Source: an optimization exercise on an open RTL-to-GDS flow (aim: small area, a short achievable clock period and few clock cycles). Production flows keep margins and buffers that such runs may drop.
In this exercise RTL edits were held to simulation tests only and were not proved equivalent to the original.
Power figures rest on the tool's default switching activity, not on a simulated workload.

==> flow/design.v (outline; a module is shown in full before it is edited, if it fits) <==
// module qsim_seq: 165 lines
// module qsim_cmac: 2551 lines
// module qsim_top: 65 lines
module qsim_top
(
  input  wire        clk,
  input  wire        reset_n,
  input  wire        dut_valid,
  output wire        dut_ready,
  output wire        q_state_input_sram_write_enable,
  output qsim_pkg::addr_t q_state_input_sram_write_address,
  output qsim_pkg::word_t q_state_input_sram_write_data,
  output qsim_pkg::addr_t q_state_input_sram_read_address,
  input  qsim_pkg::word_t q_state_input_sram_read_data,
  output wire        q_state_output_sram_write_enable,
  output qsim_pkg::addr_t q_state_output_sram_write_address,
  output qsim_pkg::word_t q_state_output_sram_write_data,
  input  qsim_pkg::word_t q_state_output_sram_read_data,
  output wire        scratchpad_sram_write_enable,
  output qsim_pkg::addr_t scratchpad_sram_write_address,
  output qsim_pkg::word_t scratchpad_sram_write_data,
  output qsim_pkg::addr_t scratchpad_sram_read_address,
  input  qsim_pkg::word_t scratchpad_sram_read_data,
  output qsim_pkg::addr_t q_gates_sram_read_address,
  input  qsim_pkg::word_t q_gates_sram_read_data
);
  // ...
==> flow/flow/run.sh <==
#!/bin/bash
# The standard layout (standard.sh) with these changes:
#  - synthesis skips the quick "abc -fast" pass inside Yosys's synth (-noabc);
#    otherwise that pass rewrites the generated full-adder trees so that
#    extract_fa finds most adders with inverted inputs and outputs, which
#    leaves several hundred inverters between the adder cells. Registers,
#    flattening and renaming are as in synth_recipe.tcl.
#  - every port still gets its buffer, but a plain buf_2 instead of the
#    clkdlybuf4s50_1 that buffer_ports picks by itself.
set -euo pipefail
export SETUP_SLACK_MARGIN=${MARGIN:-5.7}
export BUFFER_PORTS_ARGS="-buffer_cell sky130_fd_sc_hd__buf_2"
sed '1s/-nofsm -noshare /-nofsm -noshare -noabc /' synth_recipe.tcl > synth_noabc.tcl
grep -q -- '-noabc' synth_noabc.tcl
sed 's#/synth_recipe\.tcl#/synth_noabc.tcl#g' standard.sh > standard_noabc.sh
grep -q 'synth_noabc.tcl' standard_noabc.sh
bash standard_noabc.sh > standard.log 2>&1
==> flow/standard.sh <==
#!/bin/bash
# synth_recipe.tcl (not shown) runs the flow's synth.tcl, then flattens the netlist and writes it again
# the make line also repeats each setting of config.mk as NAME=value (left out here)
make -C /OpenROAD-flow-scripts/flow DESIGN_CONFIG=/design/flow/config.mk WORK_HOME=/design/flow/orfs CLKGATE_MAP_FILE= SYNTH_SCRIPT=/design/flow/synth_recipe.tcl "${@:-finish}"
==> flow/config.mk <==
export PLATFORM = sky130hd
export DESIGN_NAME = qsim_top
export DESIGN_NICKNAME = qsim_top
export VERILOG_FILES = /design/flow/design.v
export SDC_FILE = /design/flow/constraint.sdc
export NUM_CORES = 4
export LEC_CHECK = 0
export CAP_MARGIN = 20
export CORE_MARGIN = 2
export CORE_UTILIZATION = 40
export CTS_CLUSTER_DIAMETER = 80
export CTS_CLUSTER_SIZE = 30
export SLEW_MARGIN = 20
==> flow/constraint.sdc <==
create_clock -name core_clock -period 9.0 [get_ports {clk}]
set_input_delay 1.8000 -clock core_clock [delete_from_list [all_inputs] [get_ports {clk}]]
set_output_delay 1.8000 -clock core_clock [all_outputs]
set_load 0.01 [all_outputs]
==> flow_summary.json, run 1 <==
{
  "p_seq_mw": 3.76,
  "busiest_layer": "met2",
  "grt.total_usage": 0.231,
  "drv_cap": 0,
  "final-instance-count-excl-fill": 4383,
  "synth_top_family_by_area": "adder cells",
  "grt_pass1_vias": 25400,
  "tightest_slew_ns": 1.10,
  "arrival_ns": 3.81,
  "cp-start-kind": "register",
  "post_cts_resized": 13,
  "hold_buffers": 0,
  "htreeDepth": 1,
  "area_delta_synth_final_pct": 7.55,
  "synth_fa_ha_area_frac": 0.298,
  "die_height_um": 299,
  "pre_cts_ws_ns": 5.14,
  "multi_input_area_share": 0.618,
  "clock_sinks": 460,
  "grt_max_degree": 37,
  "multi_input_gates": 2318,
  "worstReg2RegEnd": "qsim_cmac_i.r1666$_DFF_P_",
  "r2r_start": "qsim_cmac_i.vim_one[3]$_DFF_P_",
  "path_cells": "a22oi_1, xnor2_1, fa_1, fa_1, fa_1",
  "clockPowerShare": 0.117,
  "synth_compound_area_frac": 0.139,
  "path_class": "reg2reg",
  "root_buffer": "clkbuf_16",
  "pwr-share-seq": 0.252,
  "overflow": 0,
  "wl_met3_mm": 10.6,
  "status": "timing/DRC/antenna clean",
  "end_kind": "register",
  "synth_xor_xnor_area_share": 0.156,
  "post_cts_buffers": 1,
  "cts_tree": "built"
}
Testbench counts, summed over its fixed seeds: cycles 16,392.
==> inputs of run 2 (changes only) <==
--- a/flow/flow/run.sh
+++ b/flow/flow/run.sh
@@ -10,3 +10,3 @@
 set -euo pipefail
-export SETUP_SLACK_MARGIN=${MARGIN:-5.7}
+export SETUP_SLACK_MARGIN=${MARGIN:-6.1}
 export BUFFER_PORTS_ARGS="-buffer_cell sky130_fd_sc_hd__buf_2"
==> run 2 against run 1 <==
Effect of this change:
- combinational power grew 16%
- first-iteration DRC count grew 6.1%
- utilization grew 3.5 points
- critical path depth shrank 4
- die area is the same
- total power grew 9.5%
- fmax grew 9.0%
- count of clock-buffer cells in the layout shrank 1
- clock power shrank 7%
- final cell count grew 3.0%
==> flow_summary.json, run 2 <==
{
  "rsz0062_at_grt": "true",
  "synth_edf_count": 29,
  "stdcell_area_sq_mm": 0.0405,
  "hold_class": "reg2reg",
  "synthDistinctLibCells": 73,
  "fin_nets": 4019,
  "final-instance-count-excl-fill": 4514,
  "grt_max_degree": 37,
  "avgSynthCellArea_sq_um": 10.7,
  "pwr-share-seq": 0.232,
  "final_common_cell": "xnor2_1",
  "grt_pass1_vias": 25900,
  "finalPower_mw": 16.3,
  "clockPowerShare": 0.099,
  "synth_seq_cells": 460,
  "r2r_cells": 13,
  "overflow": 0,
  "clk_pin_slew_ns": 0.10,
  "path_class": "reg2out",
  "drt_iter0_markers": 2764,
  "slew-limit-headroom": 0.431,
  "final.fill_count": 7966,
  "tns_ns": 0,
  "yosysTopAreaCell": "dfxtp_1",
  "drcViolationCount": 0,
  "drv_cap": 0,
  "die_w_um": 299,
  "cts_tree": "built",
  "top_regs": "qsim_cmac_i.acc (32), qsim_cmac_i.g_q (32)",
  "status": "timing/DRC/antenna clean",
  "wirelength_mm": 113,
  "regArea_sq_mm": 0.00988,
  "rows": 108,
  "area_delta_synth_final_pct": 16.1,
  "synth_common_cells": "xnor2_1 (485), a22oi_1 (479), dfxtp_1 (431)",
  "post-route-util": 0.467,
  "drive_gt1_frac": 0.214,
  "arrival_ns": 1.22,
  "clockBufferDepth": 3,
  "synthFlopType": "dfxtp_1",
  "clock_sinks": 460,
  "drv_slew": 0,
  "globalplace.congestion": 0.873,
  "synth_top_cell_area_share": 0.248,
  "clock_latency_ns": 0.66,
  "synth_cells": 3259,
  "postSynth.asyncResetShare": 0,
  "initial_core_util": 0.402,
  "grt_first_pass_wirelength_mm": 158,
  "core-area_sq_mm": 0.0866,
  "wl_per_cell_um": 25.0,
  "hold_viol": 0,
  "synth.yosys.seq_area_share": 0.273,
  "path_delay_family": "flip-flops",
  "final_cell_mix": "xnor2_1 (485), a22oi_1 (479), fa_1 (418)",
  "hpwl_mm": 62.6,
  "cp-start-kind": "register",
  "ys_warn_count": 2,
  "finalClockSkew_ns": 0.0700,
  "pwr-share-comb": 0.669,
  "vias": 25800,
  "root_buffer": "clkbuf_16",
  "power_density_mw_per_mm2": 404,
  "p_leak_nw": 15.7,
  "numCtsBuffers": 31,
  "fin_crit_ns": 3.02,
  "fmax_mhz": 331,
  "viasPerCell": 5.71,
  "antenna_cells": 0,
  "path_buf_inv": 1,
  "period_share": 0.336,
  "crit_fanout": 2,
  "dp.cells": 4320,
  "crit_cells": 1,
  "tightest_slew_ns": 0.845,
  "grt.total_usage": 0.228,
  "htreeDepth": 1,
  "setup-violations-final": 0,
  "power.switching_mw": 7.11,
  "multi_input_area_sq_mm": 0.0237,
  "hold_depth": 0,
  "path_cells": "buf_2",
  "synth_area_sq_mm": 0.0349,
  "slowest_stage": "edfxtp_1",
  "die_area_sq_mm": 0.0895,
  "ant_nets": 0,
  "synth.area.top_cells": "dfxtp_1 (25%), fa_1 (24%), xnor2_1 (12%)",
  "end_kind": "primary output",
  "p_sw_frac": 0.435,
  "ir_drop_mv": 0.312,
  "place_area_sq_mm": 0.0361,
  "ios": 327,
  "die_height_um": 299,
  "cp.required_ns": 7.20,
  "first_pass_iters": 8,
  "antenna_found_initial": 2,
  "slowest_delay_ns": 0.41,
  "yosysMostFrequentCell": "xnor2_1",
  "io_buffers": 236,
  "power.internal_mw": 9.23
}
==> run 2: cell counts after synthesis <==
No cell type changed its count.
==> run 2: cell families (layout without fill, tap and decap cells) <==
| logic type | count (synthesis) | after routing | share of synthesized area |
|---|---|---|---|
| compound gates | 668 | 668 | 0.139 |
| xor+xnor | 620 | 620 | 0.156 |
| fa+ha+maj | 582 | 582 | 0.298 |
| buf+inv | 539 | 580 | 0.0728 |
| flops | 460 | 460 | 0.273 |
| simple gates | 349 | 351 | 0.0502 |
| mux | 40 | 40 | 0.0118 |
| other cells | 1 | 58 | 0.000108 |
==> run 2: path summary, 6_finish.rpt <==
| kind | start | end | slack [ns] |
|---|---|---|---|
| setup / recovery | qsim_seq_i.col[1]$_SDFFCE_PP0P_ | scratchpad_sram_read_address[1] | 5.98 |
| hold / removal | qsim_cmac_i.first_p[0]$_DFF_P_ | qsim_cmac_i.first_p[1]$_DFF_P_ | 0.33 |
| setup reg to reg | qsim_cmac_i.first_p[1]$_DFF_P_ | qsim_cmac_i.acc[14]$_DFF_P_ | 6.02 |
| hold reg to reg | qsim_cmac_i.first_p[0]$_DFF_P_ | qsim_cmac_i.first_p[1]$_DFF_P_ | 0.33 |
==> run 2: layer usage <==
metal | vias up | track usage | wire, um
met5 | - | 0 | 13
met3 | 360 | 0.0537 | 13300
met4 | 2 | 0.0739 | 5460
li1 | 11000 | - | -
met1 | 12800 | 0.305 | 44200
met2 | 1590 | 0.365 | 49900
==> run 2: repair_timing <==
action / 4_1_cts / 5_1_grt
setup endpoints to repair: 330 / 221
hold buffers: 0 / 0
cloned: 4 / 0
buffers inserted: 78 / 54
resized for setup: 370 / 74
pin swaps: 30 / 43
==> run 2: power groups by stage <==
| stage | sequential [mW] | combinational, mW | clock [mW] |
|---|---|---|---|
| 6_report | 3.79 | 10.9 | 1.62 |
| 3_5_place_dp | 3.80 | 9.18 | 0 |
| 5_1_grt | 3.87 | 12.3 | 1.74 |
| 3_3_place_gp | 3.78 | 9.02 | 0 |
| 2_1_floorplan | 3.46 | 7.04 | 0 |
| 4_1_cts | 3.83 | 10.3 | 1.67 |
==> run 2: through the flow <==
step	setup WS, ns	hold slack, ns
3_3_place_gp	5.05	0.310
4_1_cts	5.93	0.333
5_1_grt	5.88	0.344
6_report	5.98	0.331
3_5_place_dp	5.04	0.312
2_1_floorplan	5.33	0.310
==> run 2: cell type report <==
cell class | count | share of cell area
timing repair buffer | 407 | 0.0955
clock buffer | 32 | 0.0193
multi-input combinational | 2319 | 0.585
inverter | 115 | 0.0108
clock inverter | 26 | 0.00940
sequential | 460 | 0.244
tap | 1155 | 0.0357
==> inputs of run 3 (changes only) <==
--- a/flow/flow/run.sh
+++ b/flow/flow/run.sh
@@ -10,3 +10,3 @@
 set -euo pipefail
-export SETUP_SLACK_MARGIN=${MARGIN:-6.1}
+export SETUP_SLACK_MARGIN=${MARGIN:-6.0}
 export BUFFER_PORTS_ARGS="-buffer_cell sky130_fd_sc_hd__buf_2"
==> run 3 against run 2 <==
Effect of this change:
- synthesized cell count did not move
- first-iteration DRC count fell by 7.3%
- cell area fell by 2.7%
- total power fell by 0.91%
- count of clock-buffer cells in the layout fell by 1
- wire length fell by 2.4%
- synthesized area did not move
- register-to-register slack got worse by 0.05 ns
- sequential share of layout area rose by 0.62 points
- critical path depth did not move
==> flow_summary.json, run 3 <==
{
  "synth_edf_count": 29,
  "clockPowerShare": 0.104,
  "synth_cells": 3259,
  "synth_area_sq_mm": 0.0349,
  "vias": 25400,
  "area_delta_synth_final_pct": 13.0,
  "drv_cap": 0,
  "globalRouteMet3Util": 0.0478,
  "cts_tree": "built",
  "synth_top_cell_area_share": 0.248,
  "pre_cts_ws_ns": 5.17,
  "setup-violations-final": 0,
  "slowest_delay_ns": 0.42,
  "final_common_cell": "xnor2_1",
  "ys_warn_count": 2,
  "wl_per_cell_um": 24.6,
  "cp.required_ns": 7.20,
  "path_buf_inv": 1,
  "p_sw_frac": 0.441,
  "clock_latency_ns": 0.68,
  "ios": 327,
  "grt.met2_usage": 0.377,
  "pwr-share-comb": 0.660,
  "hold_buffers": 0,
  "p_leak_nw": 15.3,
  "synth_common_cells": "xnor2_1 (485), a22oi_1 (479), dfxtp_1 (431)",
  "clk_pin_slew_ns": 0.11,
  "die_area_sq_mm": 0.0895,
  "viasPerCell": 5.67,
  "worst_slack_ns": 5.94,
  "grt_first_pass_wirelength_mm": 162,
  "synthFlopType": "dfxtp_1",
  "path_delay_family": "flip-flops",
  "wirelength_mm": 110,
  "numCtsBuffers": 30,
  "hold_class": "reg2reg",
  "finalClockSkew_ns": 0.0629,
  "status": "timing/DRC/antenna clean",
  "yosysTopAreaCell": "dfxtp_1",
  "slowest_stage": "edfxtp_1",
  "globalplace.congestion": 0.828,
  "grt_max_degree": 37,
  "period_share": 0.340,
  "fmax_mhz": 327,
  "pwr-share-seq": 0.236,
  "die_height_um": 299,
  "power.switching_mw": 7.15,
  "synth_seq_cells": 460,
  "arrival_ns": 1.26,
  "hpwl_mm": 63.9,
  "rsz0062_at_grt": "true",
  "htreeDepth": 1,
  "final_cell_mix": "xnor2_1 (485), a22oi_1 (479), fa_1 (417)",
  "tightest_slew_ns": 0.982,
  "die_w_um": 299,
  "ant_nets": 0,
  "crit_fanout": 2,
  "first_pass_iters": 7,
  "drive_gt1_frac": 0.201,
  "final.fill_count": 8057,
  "clockBufferDepth": 3,
  "postSynth.asyncResetShare": 0,
  "end_kind": "primary output",
  "drt_iter0_markers": 2562,
  "fin_crit_ns": 3.06,
  "rows": 108,
  "grt_pass1_vias": 26000,
  "root_buffer": "clkbuf_16",
  "ir_drop_mv": 0.303,
  "io_buffers": 236,
  "fin_nets": 3976,
  "synth.yosys.seq_area_share": 0.273,
  "avgSynthCellArea_sq_um": 10.7,
  "r2r_slack_ns": 5.97,
  "tns_ns": 0,
  "slew-limit-headroom": 0.345,
  "grt.total_usage": 0.235,
  "grt_use_met1": 0.310,
  "overflow": 0,
  "yosysMostFrequentCell": "xnor2_1",
  "drv_slew": 0,
  "path_class": "reg2out",
  "synthDistinctLibCells": 73,
  "synth.area.top_cells": "dfxtp_1 (25%), fa_1 (24%), xnor2_1 (12%)",
  "cp-start-kind": "register",
  "post-route-util": 0.455,
  "initial_core_util": 0.402,
  "busiest_layer": "met2",
  "core-area_sq_mm": 0.0866,
  "drcViolationCount": 0,
  "clock_sinks": 460,
  "finalPower_mw": 16.2,
  "antenna_found_initial": 3,
  "power_density_mw_per_mm2": 411,
  "path_cells": "buf_2",
  "hold_viol": 0,
  "top_regs": "qsim_cmac_i.acc (32), qsim_cmac_i.g_q (32)",
  "power.internal_mw": 9.05
}
## run 3: cell counts after synthesis
No cell type changed its count.
## run 3: kinds of logic (layout without fill, tap and decap cells)
logic type,after synthesis,count (layout),share of synthesized area
AO/OA/AOI/OAI,668,668,0.139
XOR/XNOR,620,620,0.156
adder cells (fa/ha/maj),582,582,0.298
buffers and inverters,539,537,0.0728
flip-flops,460,460,0.273
AND/OR/NAND/NOR,349,350,0.0502
multiplexers,40,40,0.0118
other,1,60,0.000108
## run 3: area by class of cell
class | instances | area (sq um) | area share
inverter | 115 | 432 | 0.0110
clock buffer | 31 | 764 | 0.0194
timing repair buffer | 366 | 2820 | 0.0717
tap | 1155 | 1450 | 0.0367
multi-input combinational | 2318 | 23600 | 0.599
antenna | 2 | 5.00 | 0.000127
clock inverter | 25 | 472 | 0.0120
sequential | 460 | 9870 | 0.250
## run 3: worst paths after layout
path                              startpoint                              end  cells past startpoint
min              qsim_seq_i.src_p[0]$_DFF_P_      qsim_seq_i.src_p[1]$_DFF_P_                      0
max reg2reg   qsim_cmac_i.first_p[1]$_DFF_P_      qsim_cmac_i.acc[14]$_DFF_P_                     14
min reg2reg      qsim_seq_i.src_p[0]$_DFF_P_      qsim_seq_i.src_p[1]$_DFF_P_                      0
max          qsim_seq_i.col[1]$_SDFFCE_PP0P_  scratchpad_sram_read_address[1]                      1
## run 3: metal layers
| metal | up-vias | part of all wire |
|---|---|---|
| met1 | 12500 | 0.39 |
| li1 | 10900 | - |
| met5 | - | 0 |
| met4 | 0 | 0.051 |
| met3 | 375 | 0.10 |
| met2 | 1557 | 0.45 |
## run 3: what timing repair did
item | CTS | global route
cloned | 3 | 0
pin swaps | 34 | 34
gates resized for setup | 242 | 90
buffers inserted | 68 | 24
endpoints found under the setup margin | 282 | 150
## run 3: stage by stage
stage | instance area, sq um | std cells | hold slack (ns)
5_1_grt | 39400 | 4472 | 0.354
2_1_floorplan | 35200 | 3316 | 0.310
6_report | 39400 | 4472 | 0.340
3_3_place_gp | 36000 | 4319 | 0.311
4_1_cts | 38700 | 4446 | 0.340
3_5_place_dp | 36000 | 4319 | 0.313
## run 3: power groups by stage
| stage | clock [mW] | combinational, mW | sequential [mW] |
|---|---|---|---|
| floorplan | 0 | 6.92 | 3.46 |
| global placement | 0 | 8.99 | 3.80 |
| detailed placement | 0 | 9.21 | 3.82 |
| CTS | 1.73 | 10.2 | 3.80 |
| global route | 1.80 | 12.0 | 3.89 |
| finish | 1.68 | 10.7 | 3.82 |
==> inputs of run 4 (changes only) <==
--- a/flow/flow/run.sh
+++ b/flow/flow/run.sh
@@ -10,3 +10,3 @@
 set -euo pipefail
-export SETUP_SLACK_MARGIN=${MARGIN:-6.0}
+export SETUP_SLACK_MARGIN=${MARGIN:-5.8}
 export BUFFER_PORTS_ARGS="-buffer_cell sky130_fd_sc_hd__buf_2"
==> run 4 against run 3 <==
Effect of this change:
- wire length decreased by 4.6%
- critical path depth increased by 5
- combinational power decreased by 11%
- critical endpoint is now qsim_cmac_i.r1592$_DFF_P_
- global-route usage decreased by 0.57 points
- register-to-register slack got worse by 0.15 ns
- via count decreased by 2.6%
- cell area decreased by 4.2%
==> flow_summary.json, run 4 <==
{
  "status": "timing/DRC/antenna clean",
  "grt_max_degree": 37,
  "hold_buffers": 0,
  "worst_slack_ns": 5.82,
  "fin_nets": 3906,
  "p_sw_frac": 0.450,
  "wl_per_cell_um": 23.9,
  "viasPerCell": 5.61,
  "end_kind": "register",
  "die_area_sq_mm": 0.0895,
  "avgSynthCellArea_sq_um": 10.7,
  "drt_iter0_markers": 2437,
  "path_cells": "a22oi_1, xor2_1, fa_1, inv_1, fa_1, fa_1",
  "crit_fanout": 30,
  "worstReg2RegEnd": "qsim_cmac_i.r1592$_DFF_P_",
  "grt.total_usage": 0.230,
  "postSynth.asyncResetShare": 0,
  "path_delay_family": "adder cells",
  "synth_cells": 3259,
  "final.fill_count": 8153,
  "path_class": "reg2reg",
  "clk_pin_slew_ns": 0.11,
  "slowest_stage": "dfxtp_2",
  "regArea_sq_mm": 0.00968,
  "cp-start-kind": "register",
  "numCtsBuffers": 31,
  "final_common_cell": "xnor2_1",
  "hpwl_mm": 63.9,
  "overflow": 0,
  "synth_edf_count": 29,
  "clock_sinks": 460,
  "io_buffers": 236,
  "r2r_cells": 6,
  "clockBufferDepth": 3,
  "hold_viol": 0,
  "pwr-share-comb": 0.639,
  "grt_pass1_vias": 25500,
  "pre_cts_ws_ns": 5.14,
  "drv_slew": 0,
  "grt_first_pass_wirelength_mm": 158,
  "first_pass_iters": 6,
  "drcViolationCount": 0,
  "die_height_um": 299,
  "fin_crit_ns": 3.18,
  "cp_common_cell": "fa_1",
  "wirelength_mm": 105,
  "synth_area_sq_mm": 0.0349,
  "top_regs": "qsim_cmac_i.acc (32), qsim_cmac_i.g_q (32)",
  "synth_common_cells": "xnor2_1 (485), a22oi_1 (479), dfxtp_1 (431)",
  "drv_cap": 0,
  "cts_tree": "built",
  "multi_input_area_sq_mm": 0.0233,
  "die_w_um": 299,
  "endpoint": "qsim_cmac_i.r1592$_DFF_P_",
  "root_buffer": "clkbuf_16",
  "synth_seq_cells": 460,
  "setup-violations-final": 0,
  "hold_class": "reg2reg",
  "yosysMostFrequentCell": "xnor2_1",
  "initial_core_util": 0.402,
  "ios": 327,
  "vias": 24700,
  "synth.yosys.seq_area_share": 0.273,
  "synthFlopType": "dfxtp_1",
  "power_density_mw_per_mm2": 396,
  "arrival_ns": 3.70,
  "slew-limit-headroom": 0.302,
  "finalClockSkew_ns": 0.0634,
  "antenna_found_initial": 3,
  "crit_cells": 6,
  "rows": 108,
  "ant_nets": 0,
  "r2r_start": "qsim_cmac_i.g_q[30]$_DFF_P_",
  "p_leak_nw": 14.7,
  "cp.required_ns": 9.52,
  "synthDistinctLibCells": 73,
  "fmax_mhz": 315,
  "final_cell_mix": "xnor2_1 (485), a22oi_1 (479), fa_1 (422)",
  "drive_gt1_frac": 0.150,
  "path_buf_inv": 1,
  "rsz0062_at_grt": "true",
  "core-area_sq_mm": 0.0866,
  "period_share": 0.353,
  "clockPowerShare": 0.111,
  "tns_ns": 0,
  "synth_top_cell_area_share": 0.248,
  "pwr-share-seq": 0.250,
  "power.internal_mw": 8.21,
  "tightest_slew_ns": 1.05,
  "clock_latency_ns": 0.69,
  "slowest_delay_ns": 0.89,
  "startpoint": "qsim_cmac_i.g_q[30]$_DFF_P_",
  "ir_drop_mv": 0.237,
  "power.switching_mw": 6.71,
  "area_delta_synth_final_pct": 8.23,
  "r2r_slack_ns": 5.82,
  "ys_warn_count": 2,
  "synth.area.top_cells": "dfxtp_1 (25%), fa_1 (24%), xnor2_1 (12%)",
  "htreeDepth": 1,
  "globalplace.congestion": 0.827,
  "yosysTopAreaCell": "dfxtp_1"
}
-- run 4: logic make-up after synthesis --
family / share of synthesized area
compound gates: 0.139
xor+xnor: 0.156
fa+ha+maj: 0.298
buf+inv: 0.0728
flops: 0.273
simple gates: 0.0502
mux: 0.0118
other cells: 0.000108
-- run 4: worst min path at each step --
| stage | cells past startpoint | slack, ns | end | from |
|---|---|---|---|---|
| after floorplan | 0 | 0.31 | qsim_cmac_i.first_p[0]$_DFF_P_ | qsim_seq_i.first2$_SDFF_PN0_ |
| after CTS | 0 | 0.34 | qsim_cmac_i.first_p[1]$_DFF_P_ | qsim_cmac_i.first_p[0]$_DFF_P_ |
| final | 0 | 0.33 | qsim_cmac_i.first_p[1]$_DFF_P_ | qsim_cmac_i.first_p[0]$_DFF_P_ |
| after global placement | 0 | 0.31 | qsim_seq_i.src_p[1]$_DFF_P_ | qsim_seq_i.src_p[0]$_DFF_P_ |
| after global routing | 0 | 0.33 | qsim_cmac_i.first_p[1]$_DFF_P_ | qsim_cmac_i.first_p[0]$_DFF_P_ |
| after detailed placement | 0 | 0.32 | qsim_seq_i.src_p[1]$_DFF_P_ | qsim_seq_i.src_p[0]$_DFF_P_ |
-- run 4: cell type report --
type / instances / area share
Tap cell: 1155 / 0.0383
Clock buffer: 32 / 0.0207
Timing Repair Buffer: 295 / 0.0445
Multi-Input combinational cell: 2318 / 0.617
Sequential cell: 460 / 0.257
Inverter: 115 / 0.0114
Antenna cell: 1 / 0.0000663
Clock inverter: 26 / 0.0110
-- run 4: per-layer routing --
layer,up-vias,GRT usage,share of wire
met4,4,0.0831,0.035
met5,-,0.00370,0.00058
met3,271,0.0487,0.096
met1,12300,0.306,0.41
li1,10800,-,-
met2,1321,0.368,0.46
-- run 4: what timing repair did --
item                       in CTS  in global routing
setup endpoints to repair      31                 91
buffers inserted                4                 12
gates cloned                    2                  1
pin swaps                       2                  7
gates resized for setup        21                 53
hold endpoints to repair        0                  0
-- run 4: power groups by stage --
stage | combinational, mW | clock (mW) | sequential, mW
2_1_floorplan | 6.92 | 0 | 3.46
3_3_place_gp | 9.01 | 0 | 3.77
3_5_place_dp | 9.16 | 0 | 3.78
4_1_cts | 9.31 | 1.70 | 3.73
5_1_grt | 10.8 | 1.77 | 3.81
6_report | 9.54 | 1.65 | 3.73
-- run 4: stage by stage --
step,cell area (sq um),total power [mW],hold WS [ns],util,std cells
after CTS,37400,14.7,0.341,0.432,4388
after global routing,37700,16.4,0.335,0.435,4402
after detailed placement,36100,12.9,0.315,0.417,4324
final,37700,14.9,0.333,0.435,4402
after global placement,36100,12.8,0.312,0.417,4324
after floorplan,35200,10.4,0.310,-,3316
==> inputs of run 5 (changes only) <==
--- a/flow/flow/run.sh
+++ b/flow/flow/run.sh
@@ -10,3 +10,3 @@
 set -euo pipefail
-export SETUP_SLACK_MARGIN=${MARGIN:-5.8}
+export SETUP_SLACK_MARGIN=${MARGIN:-5.95}
 export BUFFER_PORTS_ARGS="-buffer_cell sky130_fd_sc_hd__buf_2"
==> run 5 against run 4 <==
Effect of this change:
- still clean
- register-to-register slack better by 0.09 ns
- cell area up 1.5%
- hold slack improved by 0.0043 ns
- synthesized area unchanged
- first-iteration DRC count down 3.7%
- critical endpoint is now qsim_cmac_i.acc[31]$_DFF_P_
==> flow_summary.json, run 5 <==
{
  "synth.area.top_cells": "dfxtp_1 (25%), fa_1 (24%), xnor2_1 (12%)",
  "first_pass_iters": 6,
  "path_cells": "buf_12, nor2b_4, fa_2, ha_4, ha_4, a21o_1, a21o_1, o311ai_2, nand3_2, a21o_1, a21oi_2, xnor2_1",
  "core-area_sq_mm": 0.0866,
  "synthDistinctLibCells": 73,
  "slew-limit-headroom": 0.309,
  "die_area_sq_mm": 0.0895,
  "worstReg2RegEnd": "qsim_cmac_i.acc[31]$_DFF_P_",
  "drcViolationCount": 0,
  "die_height_um": 299,
  "clock_latency_ns": 0.68,
  "finalClockSkew_ns": 0.0660,
  "grt_first_pass_wirelength_mm": 156,
  "tns_ns": 0,
  "numCtsBuffers": 30,
  "yosysTopAreaCell": "dfxtp_1",
  "ys_warn_count": 2,
  "clockBufferDepth": 3,
  "wl_per_cell_um": 23.4,
  "post-route-util": 0.442,
  "grt.total_usage": 0.226,
  "synth_cells": 3259,
  "drt_iter0_markers": 2346,
  "place_area_sq_mm": 0.0360,
  "root_buffer": "clkbuf_16",
  "crit_fanout": 5,
  "dp.cells": 4319,
  "avgSynthCellArea_sq_um": 10.7,
  "rows": 108,
  "postSynth.asyncResetShare": 0,
  "final-instance-count-excl-fill": 4413,
  "synthFlopType": "dfxtp_1",
  "arrival_ns": 3.65,
  "wirelength_mm": 103,
  "cp-start-kind": "register",
  "drive_gt1_frac": 0.183,
  "synth_top_cell_area_share": 0.248,
  "top_regs": "qsim_cmac_i.acc (32), qsim_cmac_i.g_q (32)",
  "drv_slew": 0,
  "path_buf_inv": 1,
  "p_leak_nw": 14.8,
  "slowest_delay_ns": 0.55,
  "r2r_cells": 12,
  "cp_common_cell": "a21o_1",
  "synth_edf_count": 29,
  "synth_common_cells": "xnor2_1 (485), a22oi_1 (479), dfxtp_1 (431)",
  "path_class": "reg2reg",
  "synth.yosys.seq_area_share": 0.273,
  "path_delay_family": "compound AO/OA/AOI/OAI gates",
  "stdcell_area_sq_mm": 0.0383,
  "cp.required_ns": 9.57,
  "hpwl_mm": 63.1,
  "synth_area_sq_mm": 0.0349,
  "viasPerCell": 5.63,
  "r2r_start": "qsim_cmac_i.first_p[1]$_DFF_P_",
  "antenna_cells": 0,
  "final_cell_mix": "xnor2_1 (485), a22oi_1 (479), fa_1 (416)",
  "fin_crit_ns": 3.08,
  "power_density_mw_per_mm2": 412,
  "min_to": "qsim_seq_i.src_p[1]$_DFF_P_",
  "min-delay-start": "qsim_seq_i.src_p[0]$_DFF_P_",
  "setup-violations-final": 0,
  "final_common_cell": "xnor2_1",
  "hold_viol": 0,
  "fmax_mhz": 324,
  "fin_nets": 3919,
  "clk_pin_slew_ns": 0.11,
  "period_share": 0.343,
  "hold_depth": 0,
  "drv_cap": 0,
  "slowest_stage": "fa_2",
  "grt_max_degree": 37,
  "overflow": 0,
  "synth_seq_cells": 460,
  "die_w_um": 299,
  "area_delta_synth_final_pct": 9.84,
  "clock_sinks": 460,
  "grt_pass1_vias": 25300,
  "hold_class": "reg2reg",
  "tightest_slew_ns": 1.04,
  "vias": 24800,
  "htreeDepth": 1,
  "ios": 327,
  "end_kind": "register",
  "r2r_slack_ns": 5.92,
  "yosysMostFrequentCell": "xnor2_1",
  "initial_core_util": 0.402,
  "status": "timing/DRC/antenna clean",
  "cts_tree": "built",
  "ant_nets": 0,
  "ir_drop_mv": 0.281,
  "rsz0062_at_grt": "true",
  "io_buffers": 236,
  "globalplace.congestion": 0.866,
  "antenna_found_initial": 1
}
==> run 5: changes by cell type in the layout (fill, tap and decap cells not counted), moves of 9 or more <==
cell     change
ha_1        -13
dfxtp_1     -48
dfxtp_4     +25
buf_4        +9
dfxtp_2     +23
ha_4        +12
==> run 5: cell type report <==
class / count / area [sq um]
clock buffer: 30 / 751
fill: 8166 / 48300
sequential: 460 / 9800
timing repair buffer: 309 / 1820
multi-input combinational: 2318 / 23600
inverter: 115 / 432
tap: 1155 / 1450
clock inverter: 26 / 424
==> run 5: stage by stage <==
step           hold WS, ns  worst slack [ns]  power, mW
2_1_floorplan        0.310              5.33       10.4
3_3_place_gp         0.310              5.18       12.7
3_5_place_dp         0.312              5.17       12.9
4_1_cts              0.339              5.81       15.1
5_1_grt              0.349              5.81       17.3
6_report             0.338              5.92       15.8
==> run 5: metal layers <==
layer,vias up,routed length [um],track usage
li1,10800,-,-
met1,12400,42500,0.306
met2,1348,47300,0.360
met3,242,9940,0.0467
met4,0,3690,0.0760
met5,-,0,0
==> run 5: report_power, final <==
group	leakage, nW	switching [mW]	internal [mW]
combinational	10.3	5.36	4.99
sequential	3.92	0.697	3.08
clock	0.563	0.913	0.726
==> run 5: logic make-up after synthesis <==
kind of cell | synth area share
buffers and inverters | 0.0728
other | 0.000108
xor gates and xnor gates | 0.156
adders and majority gates | 0.298
AOI/OAI and AO/OA | 0.139
muxes | 0.0118
and+or+nand+nor | 0.0502
DFF | 0.273
==> run 5: how the worst max path moves through the flow <==
| stage | from | to | slack [ns] | cells past startpoint |
|---|---|---|---|---|
| 6_report | qsim_cmac_i.first_p[1]$_DFF_P_ | qsim_cmac_i.acc[31]$_DFF_P_ | 5.92 | 12 |
| 4_1_cts | qsim_cmac_i.first_p[1]$_DFF_P_ | qsim_cmac_i.acc[31]$_DFF_P_ | 5.81 | 14 |
| 3_5_place_dp | q_state_input_sram_read_data[18] | qsim_seq_i.gates_left[0]$_DFFE_PP_ | 5.17 | 6 |
| 5_1_grt | qsim_cmac_i.first_p[1]$_DFF_P_ | qsim_cmac_i.acc[31]$_DFF_P_ | 5.81 | 12 |
| 2_1_floorplan | q_state_input_sram_read_data[18] | qsim_seq_i.gates_left[12]$_DFFE_PP_ | 5.33 | 7 |
| 3_3_place_gp | q_state_input_sram_read_data[18] | qsim_seq_i.gates_left[0]$_DFFE_PP_ | 5.18 | 6 |
==> run 5: timing repair <==
item,4_1_cts,5_1_grt
gates cloned,2,1
hold buffers,0,0
pin swaps,10,41
buffers inserted,24,11
setup endpoints to repair,207,121
gates resized for setup,125,98
hold endpoints to repair,0,0
==> inputs of run 6 (changes only) <==
--- a/flow/flow/run.sh
+++ b/flow/flow/run.sh
@@ -10,3 +10,3 @@
 set -euo pipefail
-export SETUP_SLACK_MARGIN=${MARGIN:-5.95}
+export SETUP_SLACK_MARGIN=${MARGIN:-5.9}
 export BUFFER_PORTS_ARGS="-buffer_cell sky130_fd_sc_hd__buf_2"
--- a/flow/config.mk
+++ b/flow/config.mk
@@ -7,2 +7,3 @@
 export LEC_CHECK = 0
+export ABC_AREA = 1
 export CAP_MARGIN = 20
==> run 6 against run 5 <==
Effect of this change:
- critical path type unchanged
- largest cell class unchanged
- utilization decreased by 0.11 points
- register-to-register slack got worse by 0.04 ns
- clock skew decreased by 0.035 ns
- fmax decreased by 1.3%
- clock power increased by 4%
- final cell count increased by 10%
- cell area about the same
- still clean
==> flow_summary.json, run 6 <==
{
  "synth_xor_xnor_area_share": 0.155,
  "hpwl_mm": 72.9,
  "hold_class": "reg2reg",
  "period_share": 0.347,
  "worst_slack_ns": 5.88,
  "antenna_found_initial": 2,
  "rsz0062_at_grt": "true",
  "cp-start-kind": "register",
  "setup-violations-final": 0,
  "slew-limit-headroom": 0.440,
  "grt_max_degree": 55,
  "drv_slew": 0,
  "synth_compound_area_frac": 0.120,
  "area_delta_synth_final_pct": 9.11,
  "synth.yosys.seq_area_share": 0.271,
  "grt_pass1_vias": 26200,
  "ios": 327,
  "arrival_ns": 3.71,
  "clockBufferDepth": 3,
  "synth_cells": 3629,
  "final_common_cell": "xor2_1",
  "die_w_um": 300,
  "p_leak_nw": 16.6,
  "clk_pin_slew_ns": 0.11,
  "stdcell_area_sq_mm": 0.0383,
  "top_regs": "qsim_cmac_i.acc (32), qsim_cmac_i.g_q (32)",
  "yosysMostFrequentCell": "xor2_1",
  "synth_edf_count": 29,
  "ir_drop_mv": 0.368,
  "wirelength_mm": 108,
  "synth_top_cell_area_share": 0.246,
  "synthDistinctLibCells": 59,
  "die_area_sq_mm": 0.0902,
  "fmax_mhz": 320,
  "clock_sinks": 460,
  "pre_cts_ws_ns": 5.36,
  "ys_warn_count": 2,
  "synth_seq_cells": 460,
  "drive_gt1_frac": 0.137,
  "finalClockSkew_ns": 0.0309,
  "synthMuxAreaShare": 0.00435,
  "end_kind": "register",
  "vias": 26700,
  "cp.required_ns": 9.58,
  "hold_viol": 0,
  "r2r_slack_ns": 5.88,
  "synth_simple_gate_area_frac": 0.0707,
  "overflow": 0,
  "die_height_um": 300,
  "fin_crit_ns": 3.12,
  "post-route-util": 0.441,
  "htreeDepth": 1,
  "yosysTopAreaCell": "dfxtp_1",
  "status": "timing/DRC/antenna clean",
  "final_cell_mix": "xor2_1 (591), o22ai_1 (479), fa_1 (422)",
  "rows": 108,
  "grt_first_pass_wirelength_mm": 162,
  "synth_top_family_by_area": "adder cells",
  "holdWs_ns": 0.340,
  "postSynth.asyncResetShare": 0,
  "root_buffer": "clkbuf_16",
  "synthFlopType": "dfxtp_1",
  "synth_area_sq_mm": 0.0351,
  "final-instance-count-excl-fill": 4853,
  "numCtsBuffers": 31,
  "synth.area.top_cells": "dfxtp_1 (25%), fa_1 (24%), xor2_1 (15%)",
  "io_buffers": 236,
  "wl_per_cell_um": 22.2,
  "drv_cap": 0,
  "drcViolationCount": 0,
  "path_class": "reg2reg",
  "power_density_mw_per_mm2": 438,
  "core-area_sq_mm": 0.0869,
  "globalplace.congestion": 0.935,
  "clock_latency_ns": 0.64,
  "first_pass_iters": 6,
  "viasPerCell": 5.51,
  "place_area_sq_mm": 0.0365,
  "tightest_slew_ns": 0.831,
  "finalPower_mw": 16.8,
  "avgSynthCellArea_sq_um": 9.67,
  "ant_nets": 0,
  "synth_fa_ha_area_frac": 0.288,
  "fin_nets": 4360,
  "crit_fanout": 27,
  "grt.total_usage": 0.235,
  "initial_core_util": 0.404,
  "drt_iter0_markers": 2835,
  "tns_ns": 0,
  "dp.cells": 4764,
  "cts_tree": "built",
  "synth_common_cells": "xor2_1 (597), o22ai_1 (479), dfxtp_1 (431)"
}
[run 6: cell types whose count changed in the layout (fill, tap and decap cells not counted), moves of 96 or more]
cell,delta
a22oi_1,-479
dfxtp_1,+96
inv_1,+172
nand2_1,+199
o22ai_1,+477
xnor2_1,-460
xor2_1,+456
[run 6: timing repair]
item | in CTS | in global routing
setup endpoints to repair | 127 | 81
buffers inserted | 27 | 5
gates resized for setup | 36 | 39
gates cloned | 0 | 1
hold buffers | 0 | 0
[run 6: worst paths after layout]
path                                                startpoint                          end  cells after the start
worst max-delay path            qsim_cmac_i.vim_neg[2]$_DFF_P_    qsim_cmac_i.r1627$_DFF_P_                      6
worst min-delay path               qsim_seq_i.src_p[0]$_DFF_P_  qsim_seq_i.src_p[1]$_DFF_P_                      0
worst min register to register     qsim_seq_i.src_p[0]$_DFF_P_  qsim_seq_i.src_p[1]$_DFF_P_                      0
worst max register to register  qsim_cmac_i.vim_neg[2]$_DFF_P_    qsim_cmac_i.r1627$_DFF_P_                      6
[run 6: worst max-delay path: stages, from the launching register on]
cell and delay, ns:
dfxtp_1 0.32, buf_4 0.46, inv_2 0.30, xor2_1 0.62
fa_1 0.35, fa_1 0.46, fa_1 0.54
[run 6: final cells by class]
class | count | area, sq um
Tap cell | 1155 | 1450
Inverter | 322 | 1310
Fill cell | 8377 | 48600
Clock buffer | 33 | 815
Sequential cell | 460 | 9530
Timing Repair inverter | 1 | 7.51
Multi-Input combinational cell | 2519 | 22700
Antenna cell | 1 | 2.50
Clock inverter | 22 | 457
Timing Repair Buffer | 340 | 2070
[run 6: per-layer routing]
metal	track usage	part of all wire
met2	0.362	0.44
met3	0.0577	0.10
met5	0	0
met4	0.0986	0.048
met1	0.314	0.41
[run 6: report_power, final]
group / switching (mW) / internal [mW] / leakage, nW
registers: 0.445 / 3.16 / 3.89
clock network: 0.942 / 0.759 / 0.592
logic: 6.69 / 4.77 / 12.1
total: 8.07 / 8.69 / 16.6
[run 6: logic make-up after synthesis]
group / Yosys count
and+or+nand+nor: 580
AOI/OAI and AO/OA: 689
buffers and inverters: 707
DFF: 460
adders and majority gates: 555
other: 1
muxes: 15
xor gates and xnor gates: 622
==> inputs of run 7 (changes only) <==
--- a/flow/flow/run.sh
+++ b/flow/flow/run.sh
@@ -16,2 +16,2 @@
 grep -q 'synth_noabc.tcl' standard_noabc.sh
-bash standard_noabc.sh > standard.log 2>&1
+bash standard.sh > standard.log 2>&1
--- a/flow/config.mk
+++ b/flow/config.mk
@@ -7,3 +7,2 @@
 export LEC_CHECK = 0
-export ABC_AREA = 1
 export CAP_MARGIN = 20
==> run 7 against run 6 <==
Effect of this change:
- clock power decreased by 6%
- synthesized cell count is 0.80% higher
- critical path depth unchanged
- total power shrank 2.4%
- sequential power is 5% higher
- cell area rose by 2.9%
- largest power group unchanged
==> flow_summary.json, run 7 <==
{
  "fin_crit_ns": 3.08,
  "pwr-share-comb": 0.671,
  "synth_compound_area_frac": 0.140,
  "cp_common_cell": "fa_1",
  "antenna_found_initial": 2,
  "drv_slew": 0,
  "ys_warn_count": 2,
  "first_pass_iters": 6,
  "synth_fa_ha_area_frac": 0.282,
  "finalClockSkew_ns": 0.0421,
  "core-area_sq_mm": 0.0900,
  "clockBufferDepth": 3,
  "vias": 26700,
  "tns_ns": 0,
  "synth_common_cells": "inv_1 (512), a22oi_1 (475), dfxtp_1 (431)",
  "power.internal_mw": 8.73,
  "synth.area.top_cells": "dfxtp_1 (24%), fa_1 (23%), xnor2_1 (10%)",
  "ir_drop_mv": 0.323,
  "place_area_sq_mm": 0.0375,
  "grt_pass1_vias": 27800,
  "root_buffer": "clkbuf_16",
  "fin_nets": 4309,
  "synth_xor_xnor_area_share": 0.147,
  "slowest_stage": "dfxtp_2",
  "stdcell_area_sq_mm": 0.0394,
  "yosysTopAreaCell": "dfxtp_1",
  "ios": 327,
  "postSynth.asyncResetShare": 0,
  "hold_buffers": 0,
  "drt_iter0_markers": 2530,
  "clock_latency_ns": 0.64,
  "arrival_ns": 3.55,
  "synth.yosys.seq_area_share": 0.261,
  "synth_edf_count": 29,
  "r2r_cells": 6,
  "hold_depth": 0,
  "synth_area_sq_mm": 0.0363,
  "fmax_mhz": 325,
  "initial_core_util": 0.404,
  "grt_max_degree": 37,
  "synth_top_cell_area_share": 0.237,
  "path_class": "reg2reg",
  "wirelength_mm": 110,
  "synth_top_family_by_area": "adder cells",
  "tightest_slew_ns": 0.981,
  "drive_gt1_frac": 0.144,
  "clock_sinks": 460,
  "synth_simple_gate_area_frac": 0.0500,
  "cp-start-kind": "register",
  "p_leak_nw": 16.8,
  "die_area_sq_mm": 0.0933,
  "grt.total_usage": 0.233,
  "io_buffers": 236,
  "power_density_mw_per_mm2": 415,
  "synthFlopType": "dfxtp_1",
  "final_common_cell": "inv_1",
  "area_delta_synth_final_pct": 8.45,
  "pwr-share-seq": 0.231,
  "viasPerCell": 5.53,
  "die_height_um": 305,
  "cp.required_ns": 9.47,
  "yosysMostFrequentCell": "inv_1",
  "end_kind": "register",
  "setup-violations-final": 0,
  "synth_cells": 3658,
  "die_w_um": 305,
  "synth_seq_cells": 460,
  "clk_pin_slew_ns": 0.11,
  "ant_nets": 0,
  "crit_fanout": 28,
  "drcViolationCount": 0,
  "rsz0062_at_grt": "true",
  "final_cell_mix": "inv_1 (507), a22oi_1 (475), xnor2_1 (422)",
  "synthMuxAreaShare": 0.00899,
  "hold_class": "reg2reg",
  "wl_per_cell_um": 22.8,
  "final.fill_count": 8743,
  "slew-limit-headroom": 0.346,
  "path_cells": "a22oi_1, xnor2_1, fa_1, inv_1, fa_1, fa_1",
  "drv_cap": 0,
  "overflow": 0,
  "cts_tree": "built",
  "top_regs": "qsim_cmac_i.acc (32), qsim_cmac_i.g_q (32)",
  "clockPowerShare": 0.098,
  "hpwl_mm": 67.7,
  "grt_first_pass_wirelength_mm": 168,
  "globalplace.congestion": 0.833,
  "htreeDepth": 1,
  "hold_viol": 0,
  "antenna_cells": 0,
  "avgSynthCellArea_sq_um": 9.93,
  "synthDistinctLibCells": 77,
  "power.switching_mw": 7.63,
  "numCtsBuffers": 29,
  "period_share": 0.342,
  "p_sw_frac": 0.466,
  "rows": 110,
  "status": "timing/DRC/antenna clean",
  "slowest_delay_ns": 0.99
}
==> run 7: final timing paths <==
path | startpoint | end | slack [ns]
worst max-delay path | qsim_cmac_i.vre_two[7]$_DFF_P_ | qsim_cmac_i.r1619$_DFF_P_ | 5.92
worst min-delay path | qsim_seq_i.src_p[0]$_DFF_P_ | qsim_seq_i.src_p[1]$_DFF_P_ | 0.34
worst max register to register | qsim_cmac_i.vre_two[7]$_DFF_P_ | qsim_cmac_i.r1619$_DFF_P_ | 5.92
worst min register to register | qsim_seq_i.src_p[0]$_DFF_P_ | qsim_seq_i.src_p[1]$_DFF_P_ | 0.34
==> run 7: critical path, delay by kind of cell (launching register included) <==
kind	cells	cell delay, ns
compound gates	1	0.18
xor+xnor	1	0.21
fa+ha+maj	3	1.49
buf+inv	1	0.05
flops	1	0.99
==> run 7: routing by layer <==
layer,vias up,part of all wire,global-route usage
li1,11600,-,-
met1,13000,0.39,0.302
met2,1656,0.45,0.378
met3,407,0.11,0.0509
met4,4,0.044,0.0969
met5,-,0.00019,0
==> run 7: repair_timing <==
item	CTS	global route
setup endpoints to repair	146	80
pin swaps	14	18
resized for setup	86	60
gates cloned	2	0
buffers inserted	20	4
endpoints found under the hold margin	0	0
==> run 7: area by class of cell <==
cell class	count	area, sq um	share of cell area
repair inverters	1	5.00	0.000127
clock buffers	29	726	0.0184
clock inverters	25	427	0.0108
inverters	515	1950	0.0495
multi-input cells	2326	23400	0.595
flip-flops and latches	460	9730	0.247
well taps	1176	1470	0.0373
repair buffers	294	1660	0.0422
==> run 7: cells by family (layout without fill, tap and decap cells) <==
kind of cell    after synthesis  after routing
compound gates              698            698
xor+xnor                    611            611
fa+ha+maj                   569            569
buf+inv                     929            864
flops                       460            460
mux                          32             32
other cells                   1             58
simple gates                358            358
==> run 7: power by group through the flow <==
stage	Clock (mW)	Combinational, mW	Sequential (mW)
floorplan	0	7.45	3.43
finish	1.60	11.0	3.77
CTS	1.65	10.5	3.76
global route	1.73	12.5	3.85
global placement	0	9.82	3.80
detailed placement	0	10.1	3.81
==> run 7: per-stage QoR <==
step / util / total power, mW / setup slack, ns / hold WS, ns / cells
after floorplan: - / 10.9 / 5.45 / 0.310 / 3715
after CTS: 0.435 / 15.9 / 5.80 / 0.343 / 4822
after detailed placement: 0.417 / 13.9 / 4.82 / 0.315 / 4746
after global placement: 0.417 / 13.6 / 4.88 / 0.312 / 4746
final: 0.438 / 16.4 / 5.92 / 0.339 / 4826
after global routing: 0.438 / 18.1 / 5.75 / 0.353 / 4826
==> inputs of run 8 (changes only) <==
--- a/flow/flow/run.sh
+++ b/flow/flow/run.sh
@@ -16,2 +16,2 @@
 grep -q 'synth_noabc.tcl' standard_noabc.sh
-bash standard.sh > standard.log 2>&1
+bash standard_noabc.sh > standard.log 2>&1
--- a/flow/config.mk
+++ b/flow/config.mk
@@ -10,4 +10,2 @@
 export CORE_UTILIZATION = 40
-export CTS_CLUSTER_DIAMETER = 80
-export CTS_CLUSTER_SIZE = 30
 export SLEW_MARGIN = 20
==> run 8 against run 7 <==
Effect of this change:
- still clean
- sequential power barely moved
- via count fell by 5.5%
- sequential share of layout area up 0.49 points
- combinational power shrank about 10%
- count of clock-buffer cells in the layout grew 30
- die area decreased by 4.0%
- clock skew increased by 0.019 ns
- synthesized cell count fell by 11%
- cell area is 2.1% lower
- sequential cell count is the same
- register-to-register slack barely moved
- clock power rose by 45%
- highest routed layer unchanged
==> flow_summary.json, run 8 <==
{
  "wl_per_cell_um": 24.1,
  "root_buffer": "clkbuf_16",
  "power.internal_mw": 9.06,
  "initial_core_util": 0.402,
  "worst_slack_ns": 5.91,
  "p_sw_frac": 0.433,
  "ys_warn_count": 2,
  "area_delta_synth_final_pct": 10.8,
  "synthFlopType": "dfxtp_1",
  "tightest_slew_ns": 1.01,
  "slowest_delay_ns": 0.93,
  "busiest_layer": "met2",
  "arrival_ns": 3.57,
  "hold_viol": 0,
  "end_kind": "register",
  "pwr-share-seq": 0.237,
  "core-area_sq_mm": 0.0866,
  "synthDistinctLibCells": 73,
  "wirelength_mm": 107,
  "ant_nets": 0,
  "drv_cap": 0,
  "yosysTopAreaCell": "dfxtp_1",
  "grt_max_degree": 37,
  "grt_first_pass_wirelength_mm": 162,
  "io_buffers": 236,
  "hold_buffers": 0,
  "final.fill_count": 8150,
  "clock_latency_ns": 0.66,
  "pre_cts_ws_ns": 5.19,
  "path_cells": "a22oi_1, xor2_1, fa_1, fa_1, fa_1",
  "post-route-util": 0.446,
  "grt.total_usage": 0.236,
  "clockPowerShare": 0.145,
  "die_w_um": 299,
  "clockBufferDepth": 3,
  "htreeDepth": 2,
  "synth.yosys.seq_area_share": 0.273,
  "globalplace.congestion": 0.835,
  "globalRouteMet3Util": 0.0557,
  "hold_class": "reg2reg",
  "clk_pin_slew_ns": 0.06,
  "viasPerCell": 5.67,
  "die_height_um": 299,
  "p_leak_nw": 15.0,
  "pwr-share-comb": 0.618,
  "top_regs": "qsim_cmac_i.acc (32), qsim_cmac_i.g_q (32)",
  "finalClockSkew_ns": 0.0612,
  "postSynth.asyncResetShare": 0,
  "rows": 108,
  "die_area_sq_mm": 0.0895,
  "slowest_stage": "dfxtp_2",
  "finalPower_mw": 16.0,
  "antenna_cells": 0,
  "drt_iter0_markers": 2591,
  "grt_use_met1": 0.311,
  "tns_ns": 0,
  "synth.area.top_cells": "dfxtp_1 (25%), fa_1 (24%), xnor2_1 (12%)",
  "fmax_mhz": 324,
  "hpwl_mm": 64.2,
  "grt.met2_usage": 0.374,
  "ir_drop_mv": 0.328,
  "grt_pass1_vias": 26000,
  "period_share": 0.343,
  "overflow": 0,
  "status": "timing/DRC/antenna clean",
  "crit_fanout": 32,
  "clock_sinks": 460,
  "drive_gt1_frac": 0.169,
  "drv_slew": 0,
  "path_class": "reg2reg",
  "fin_nets": 3929,
  "rsz0062_at_grt": "true",
  "power_density_mw_per_mm2": 414,
  "synth_area_sq_mm": 0.0349,
  "synth_seq_cells": 460,
  "antenna_found_initial": 4,
  "final_cell_mix": "xnor2_1 (485), a22oi_1 (479), fa_1 (421)",
  "cp.required_ns": 9.48,
  "numCtsBuffers": 53,
  "setup-violations-final": 0,
  "yosysMostFrequentCell": "xnor2_1",
  "slew-limit-headroom": 0.329,
  "ios": 327,
  "fin_crit_ns": 3.09,
  "cp-start-kind": "register",
  "first_pass_iters": 6,
  "synth_cells": 3259,
  "cts_tree": "built",
  "avgSynthCellArea_sq_um": 10.7,
  "final_common_cell": "xnor2_1",
  "vias": 25200,
  "synth_top_cell_area_share": 0.248,
  "holdWs_ns": 0.326,
  "synth_edf_count": 29,
  "cp_common_cell": "fa_1",
  "synth_common_cells": "xnor2_1 (485), a22oi_1 (479), dfxtp_1 (431)",
  "drcViolationCount": 0,
  "power.switching_mw": 6.93
}
-- run 8: cell count changes in the layout (fill, tap and decap cells not counted), sizes merged, moves of 10 or more --
cell    before  now
a21oi       45   35
clkbuf      29   59
inv        526  121
maj3        18   28
o21a        14    4
xnor2      424  485
xor2       187  135
-- run 8: repair_timing --
action / 4_1_cts / 5_1_grt
pin swaps: 6 / 11
setup endpoints to repair: 102 / 95
cloned: 2 / 0
buffers inserted: 15 / 9
resized for setup: 57 / 60
-- run 8: area by class of cell --
class | instances | area [sq um] | area share
inverters | 115 | 432 | 0.0112
clock inverters | 40 | 505 | 0.0131
clock buffers | 59 | 1400 | 0.0363
repair buffers | 296 | 1670 | 0.0432
well taps | 1155 | 1450 | 0.0374
flip-flops and latches | 460 | 9720 | 0.252
multi-input cells | 2318 | 23400 | 0.607
-- run 8: metal layers --
layer / up-vias / share of wire
met4: 4 / 0.043
met5: - / 0.00017
met3: 318 / 0.10
met2: 1486 / 0.45
met1: 12600 / 0.40
li1: 10800 / -
-- run 8: cells by family (layout without fill, tap and decap cells) --
family,after synthesis,count (layout),synth area share
XOR/XNOR,620,620,0.156
multiplexers,40,40,0.0118
adder cells (fa/ha/maj),582,582,0.298
buffers and inverters,539,510,0.0728
other,1,58,0.000108
AO/OA/AOI/OAI,668,668,0.139
flip-flops,460,460,0.273
AND/OR/NAND/NOR,349,350,0.0502
-- run 8: worst max-delay path: cells and delay by family (launching register included) --
family                   cells  cell delay [ns]
flip-flops                   1             0.93
AO/OA/AOI/OAI                1             0.18
XOR/XNOR                     1             0.22
adder cells (fa/ha/maj)      3             1.62
-- run 8: stage by stage --
step	std cells	instance area [sq um]
floorplan	3316	35200
global placement	4318	36000
detailed placement	4318	36000
CTS	4434	38300
global route	4443	38600
finish	4443	38600
-- run 8: final timing paths --
kind                                       start                           to  slack [ns]  depth (start not counted)
setup / recovery  qsim_cmac_i.vim_two[1]$_DFF_P_    qsim_cmac_i.r1592$_DFF_P_        5.91                          5
setup reg to reg  qsim_cmac_i.vim_two[1]$_DFF_P_    qsim_cmac_i.r1592$_DFF_P_        5.91                          5
hold reg to reg      qsim_seq_i.src_p[1]$_DFF_P_  qsim_seq_i.src_p[2]$_DFF_P_        0.33                          0
hold / removal       qsim_seq_i.src_p[1]$_DFF_P_  qsim_seq_i.src_p[2]$_DFF_P_        0.33                          0
-- run 8: power groups by stage --
| stage | Sequential, mW | Combinational [mW] | Clock (mW) |
|---|---|---|---|
| floorplan | 3.46 | 6.92 | 0 |
| global placement | 3.80 | 9.00 | 0 |
| detailed placement | 3.82 | 9.21 | 0 |
| CTS | 3.78 | 9.50 | 2.37 |
| global route | 3.86 | 11.2 | 2.45 |
| finish | 3.79 | 9.88 | 2.32 |
==> inputs of run 9 (changes only) <==
--- a/flow/config.mk
+++ b/flow/config.mk
@@ -10,2 +10,4 @@
 export CORE_UTILIZATION = 40
+export CTS_CLUSTER_DIAMETER = 60
+export CTS_CLUSTER_SIZE = 24
 export SLEW_MARGIN = 20
==> run 9 against run 8 <==
Effect of this change:
- total power decreased by 1.9%
- largest power group unchanged
- sequential cell count did not move
- sequential share of layout area rose by 0.14 points
- non-clock buffer count grew 2
==> flow_summary.json, run 9 <==
{
  "status": "timing/DRC/antenna clean",
  "vias": 25100,
  "clockBufferDepth": 3,
  "area_delta_synth_final_pct": 10.2,
  "avgSynthCellArea_sq_um": 10.7,
  "drive_gt1_frac": 0.164,
  "first_pass_iters": 7,
  "grt_max_degree": 37,
  "antenna_found_initial": 5,
  "synth_edf_count": 29,
  "cp.required_ns": 9.50,
  "holdWs_ns": 0.332,
  "grt.total_usage": 0.235,
  "initial_core_util": 0.402,
  "rsz0062_at_grt": "true",
  "path_class": "reg2reg",
  "period_share": 0.344,
  "drt_iter0_markers": 2589,
  "numCtsBuffers": 47,
  "postSynth.asyncResetShare": 0,
  "p_leak_nw": 15.0,
  "end_kind": "register",
  "ir_drop_mv": 0.330,
  "arrival_ns": 3.60,
  "clock_sinks": 460,
  "crit_fanout": 32,
  "clock_latency_ns": 0.64,
  "yosysTopAreaCell": "dfxtp_1",
  "die_w_um": 299,
  "fin_nets": 3926,
  "synth_top_cell_area_share": 0.248,
  "clockPowerShare": 0.136,
  "top_regs": "qsim_cmac_i.acc (32), qsim_cmac_i.g_q (32)",
  "synthDistinctLibCells": 73,
  "root_buffer": "clkbuf_16",
  "stdcell_area_sq_mm": 0.0384,
  "synth_seq_cells": 460,
  "hold_class": "reg2reg",
  "grt_pass1_vias": 26000,
  "die_area_sq_mm": 0.0895,
  "drv_slew": 0,
  "synth_cells": 3259,
  "grt_first_pass_wirelength_mm": 161,
  "wirelength_mm": 106,
  "slowest_stage": "dfxtp_2",
  "viasPerCell": 5.67,
  "core-area_sq_mm": 0.0866,
  "rows": 108,
  "cp-start-kind": "register",
  "hpwl_mm": 64.2,
  "drcViolationCount": 0,
  "slowest_delay_ns": 0.94,
  "htreeDepth": 2,
  "final.fill_count": 8173,
  "synth.area.top_cells": "dfxtp_1 (25%), fa_1 (24%), xnor2_1 (12%)",
  "cts_tree": "built",
  "overflow": 0,
  "hold_viol": 0,
  "synth_common_cells": "xnor2_1 (485), a22oi_1 (479), dfxtp_1 (431)",
  "wl_per_cell_um": 24.0,
  "drv_cap": 0,
  "synthFlopType": "dfxtp_1",
  "tightest_slew_ns": 0.977,
  "cp_common_cell": "fa_1",
  "setup-violations-final": 0,
  "final_cell_mix": "xnor2_1 (485), a22oi_1 (479), fa_1 (421)",
  "synth_area_sq_mm": 0.0349,
  "globalplace.congestion": 0.835,
  "ios": 327,
  "path_cells": "a22oi_1, xor2_1, fa_1, fa_1, fa_1",
  "tns_ns": 0,
  "pwr-share-seq": 0.241,
  "io_buffers": 236,
  "fmax_mhz": 323,
  "finalPower_mw": 15.7,
  "final_common_cell": "xnor2_1",
  "power.switching_mw": 6.93,
  "power.internal_mw": 8.76,
  "die_height_um": 299,
  "ant_nets": 0,
  "power_density_mw_per_mm2": 408,
  "finalClockSkew_ns": 0.0422,
  "pwr-share-comb": 0.623,
  "place_area_sq_mm": 0.0360,
  "slew-limit-headroom": 0.349,
  "p_sw_frac": 0.442,
  "yosysMostFrequentCell": "xnor2_1",
  "ys_warn_count": 2,
  "antenna_cells": 0,
  "synth.yosys.seq_area_share": 0.273,
  "clk_pin_slew_ns": 0.08,
  "fin_crit_ns": 3.10
}
[run 9: logic make-up (layout without fill, tap and decap cells)]
| kind of cell | count (synthesis) | after routing | synth area share |
|---|---|---|---|
| AO/OA/AOI/OAI | 668 | 668 | 0.139 |
| XOR/XNOR | 620 | 620 | 0.156 |
| adder cells (fa/ha/maj) | 582 | 582 | 0.298 |
| buffers and inverters | 539 | 501 | 0.0728 |
| flip-flops | 460 | 460 | 0.273 |
| multiplexers | 40 | 40 | 0.0118 |
| other | 1 | 58 | 0.000108 |
| AND/OR/NAND/NOR | 349 | 351 | 0.0502 |
[run 9: critical path, delay by kind of cell (launching register included)]
kind	cells	cell delay, ns
compound gates	1	0.18
fa+ha+maj	3	1.61
flops	1	0.94
xor+xnor	1	0.22
[run 9: path summary, 6_finish.rpt]
check                                 start                     endpoint  slack, ns  cells past startpoint
max          qsim_cmac_i.vim_two[1]$_DFF_P_    qsim_cmac_i.r1592$_DFF_P_       5.90                      5
min             qsim_seq_i.src_p[1]$_DFF_P_  qsim_seq_i.src_p[2]$_DFF_P_       0.33                      0
max reg2reg  qsim_cmac_i.vim_two[1]$_DFF_P_    qsim_cmac_i.r1592$_DFF_P_       5.90                      5
min reg2reg     qsim_seq_i.src_p[1]$_DFF_P_  qsim_seq_i.src_p[2]$_DFF_P_       0.33                      0
[run 9: repair_timing]
item / CTS / global route
resized for setup: 54 / 54
hold buffers: 0 / 0
gates cloned: 2 / 1
setup endpoints to repair: 120 / 90
pin swaps: 4 / 8
setup buffers: 15 / 11
[run 9: final cells by class]
type,instances,area [sq um],area share
clock buffer,51,1210,0.0315
clock inverter,37,528,0.0138
inverter,115,432,0.0112
multi-input combinational,2319,23400,0.609
sequential,460,9720,0.253
tap,1155,1450,0.0376
timing repair buffer,298,1690,0.0440
[run 9: per-stage QoR]
stage	util	instances	setup WS, ns
global placement	0.416	4318	5.20
finish	0.443	4435	5.90
CTS	0.440	4423	5.76
detailed placement	0.416	4318	5.19
global route	0.443	4435	5.80
floorplan	-	3316	5.33
[run 9: power groups by stage]
stage | clock (mW) | combinational [mW] | sequential, mW
floorplan | 0 | 6.92 | 3.46
global placement | 0 | 9.00 | 3.80
detailed placement | 0 | 9.21 | 3.82
CTS | 2.20 | 9.41 | 3.78
global route | 2.29 | 11.1 | 3.86
finish | 2.14 | 9.77 | 3.78
[run 9: per-layer routing]
layer  vias to the layer above  wire (um)  track usage  part of all wire
li1                      10800          -            -                 -
met5                         -         19      0.00265           0.00018
met4                         4       4310       0.0882             0.040
met3                       317      11000       0.0534              0.10
met2                      1538      48100        0.373              0.45
met1                     12500      43000        0.312              0.40
==> inputs of run 10 (changes only) <==
--- a/flow/config.mk
+++ b/flow/config.mk
@@ -9,5 +9,5 @@
 export CORE_MARGIN = 2
-export CORE_UTILIZATION = 40
-export CTS_CLUSTER_DIAMETER = 60
-export CTS_CLUSTER_SIZE = 24
+export CORE_UTILIZATION = 35
+export CTS_CLUSTER_DIAMETER = 80
+export CTS_CLUSTER_SIZE = 30
 export SLEW_MARGIN = 20
==> run 10 against run 9 <==
Effect of this change:
- non-clock buffer count increased by 7
- critical path depth rose by 1
- highest routed layer is now met4
- register-to-register slack better by 0.07 ns
- critical path type is now in2reg
- sequential share of layout area about the same
- final cell count increased by 2.6%
- clock power is 18% lower
- still clean
- clock skew fell by 0.00062 ns
==> flow_summary.json, run 10 <==
{
  "status": "timing/DRC/antenna clean",
  "final_cell_mix": "xnor2_1 (485), a22oi_1 (479), fa_1 (420)",
  "wl_per_cell_um": 22.9,
  "synthFlopType": "dfxtp_1",
  "p_leak_nw": 14.8,
  "synth_top_cell_area_share": 0.248,
  "hold_viol": 0,
  "drv_cap": 0,
  "setup-violations-final": 0,
  "synthDistinctLibCells": 73,
  "synth.yosys.seq_area_share": 0.273,
  "clk_pin_slew_ns": 0.10,
  "die_height_um": 320,
  "drv_slew": 0,
  "synth_common_cells": "xnor2_1 (485), a22oi_1 (479), dfxtp_1 (431)",
  "antenna_found_initial": 1,
  "ir_drop_mv": 0.223,
  "tns_ns": 0,
  "vias": 24900,
  "fin_nets": 3920,
  "grt.total_usage": 0.199,
  "final_common_cell": "xnor2_1",
  "synth_area_sq_mm": 0.0349,
  "r2r_slack_ns": 5.97,
  "period_share": 0.344,
  "slew-limit-headroom": 0.391,
  "cts_tree": "built",
  "die_area_sq_mm": 0.102,
  "crit_fanout": 5,
  "hold_class": "reg2reg",
  "synth_seq_cells": 460,
  "avgSynthCellArea_sq_um": 10.7,
  "path_class": "in2reg",
  "drive_gt1_frac": 0.164,
  "arrival_ns": 3.46,
  "cp.required_ns": 9.37,
  "ys_warn_count": 2,
  "hpwl_mm": 65.7,
  "end_kind": "register",
  "tightest_slew_ns": 0.914,
  "wirelength_mm": 104,
  "core-area_sq_mm": 0.0986,
  "grt_max_degree": 37,
  "htreeDepth": 2,
  "ant_nets": 0,
  "rsz0062_at_grt": "true",
  "root_buffer": "clkbuf_16",
  "finalClockSkew_ns": 0.0416,
  "cp-start-kind": "input pin",
  "globalplace.congestion": 0.829,
  "numCtsBuffers": 34,
  "io_buffers": 236,
  "clock_sinks": 460,
  "postSynth.asyncResetShare": 0,
  "fin_crit_ns": 3.10,
  "yosysTopAreaCell": "dfxtp_1",
  "holdWs_ns": 0.330,
  "hold_buffers": 0,
  "yosysMostFrequentCell": "xnor2_1",
  "ios": 327,
  "synth.area.top_cells": "dfxtp_1 (25%), fa_1 (24%), xnor2_1 (12%)",
  "first_pass_iters": 6,
  "initial_core_util": 0.354,
  "area_delta_synth_final_pct": 9.72,
  "synth_edf_count": 29,
  "clock_latency_ns": 0.60,
  "rows": 115,
  "fmax_mhz": 323,
  "clockBufferDepth": 3,
  "power_density_mw_per_mm2": 404,
  "die_w_um": 320,
  "drt_iter0_markers": 2118,
  "grt_first_pass_wirelength_mm": 157,
  "top_regs": "qsim_cmac_i.acc (32), qsim_cmac_i.g_q (32)",
  "drcViolationCount": 0,
  "final.fill_count": 9508,
  "overflow": 0,
  "grt_pass1_vias": 25300,
  "viasPerCell": 5.47,
  "synth_cells": 3259
}
## run 10: path summary, 6_finish.rpt
path / start / cells after the start / end
hold reg to reg: qsim_cmac_i.first_p[0]$_DFF_P_ / 0 / qsim_cmac_i.first_p[1]$_DFF_P_
setup reg to reg: qsim_cmac_i.first_p[1]$_DFF_P_ / 12 / qsim_cmac_i.acc[15]$_DFF_P_
hold / removal: qsim_cmac_i.first_p[0]$_DFF_P_ / 0 / qsim_cmac_i.first_p[1]$_DFF_P_
setup / recovery: q_state_input_sram_read_data[18] / 6 / qsim_seq_i.gates_left[14]$_DFFE_PP_
## run 10: report_power, final
part           internal (mW)  switching (mW)  leakage [nW]
registers               3.07           0.654          3.90
logic                   4.67            5.28          10.3
clock network          0.819           0.941         0.624
## run 10: cells by family after synthesis
family | synth area share
other | 0.000108
adder cells (fa/ha/maj) | 0.298
flip-flops | 0.273
AO/OA/AOI/OAI | 0.139
multiplexers | 0.0118
buffers and inverters | 0.0728
AND/OR/NAND/NOR | 0.0502
XOR/XNOR | 0.156
## run 10: final cells by class
| cell class | instances | area, sq um | share of cell area |
|---|---|---|---|
| repair buffers | 305 | 1770 | 0.0464 |
| clock inverters | 27 | 440 | 0.0115 |
| well taps | 1287 | 1610 | 0.0421 |
| multi-input cells | 2319 | 23400 | 0.613 |
| diodes | 1 | 2.50 | 0.0000654 |
| flip-flops and latches | 460 | 9700 | 0.254 |
| clock buffers | 35 | 855 | 0.0223 |
| inverters | 115 | 432 | 0.0113 |
## run 10: timing repair
action,CTS,global route
setup buffers,11,10
resized for setup,46,82
setup endpoints to repair,91,114
pin swaps,3,20
gates cloned,3,1
## run 10: metrics by stage
step	total power [mW]	area [sq um]	setup slack (ns)	cells	util
detailed placement	13.0	36300	5.06	4461	0.368
CTS	14.9	37800	5.77	4537	0.384
global placement	12.8	36300	5.08	4461	0.368
global route	17.0	38200	5.83	4548	0.388
floorplan	10.4	35200	5.33	3316	-
finish	15.4	38200	5.90	4549	0.388
## run 10: worst max-delay path: stages
cell,delay [ns]
buf_4,0.15
or4b_4,0.55
and3_4,0.20
and3_4,0.23
mux2_4,0.31
o221a_4,0.21
## run 10: layer usage
| metal | vias to the layer above | global-route usage | share of wire |
|---|---|---|---|
| li1 | 10800 | - | - |
| met1 | 12400 | 0.262 | 0.41 |
| met2 | 1407 | 0.318 | 0.46 |
| met3 | 267 | 0.0407 | 0.091 |
| met4 | 0 | 0.0822 | 0.040 |
| met5 | - | 0 | 0 |
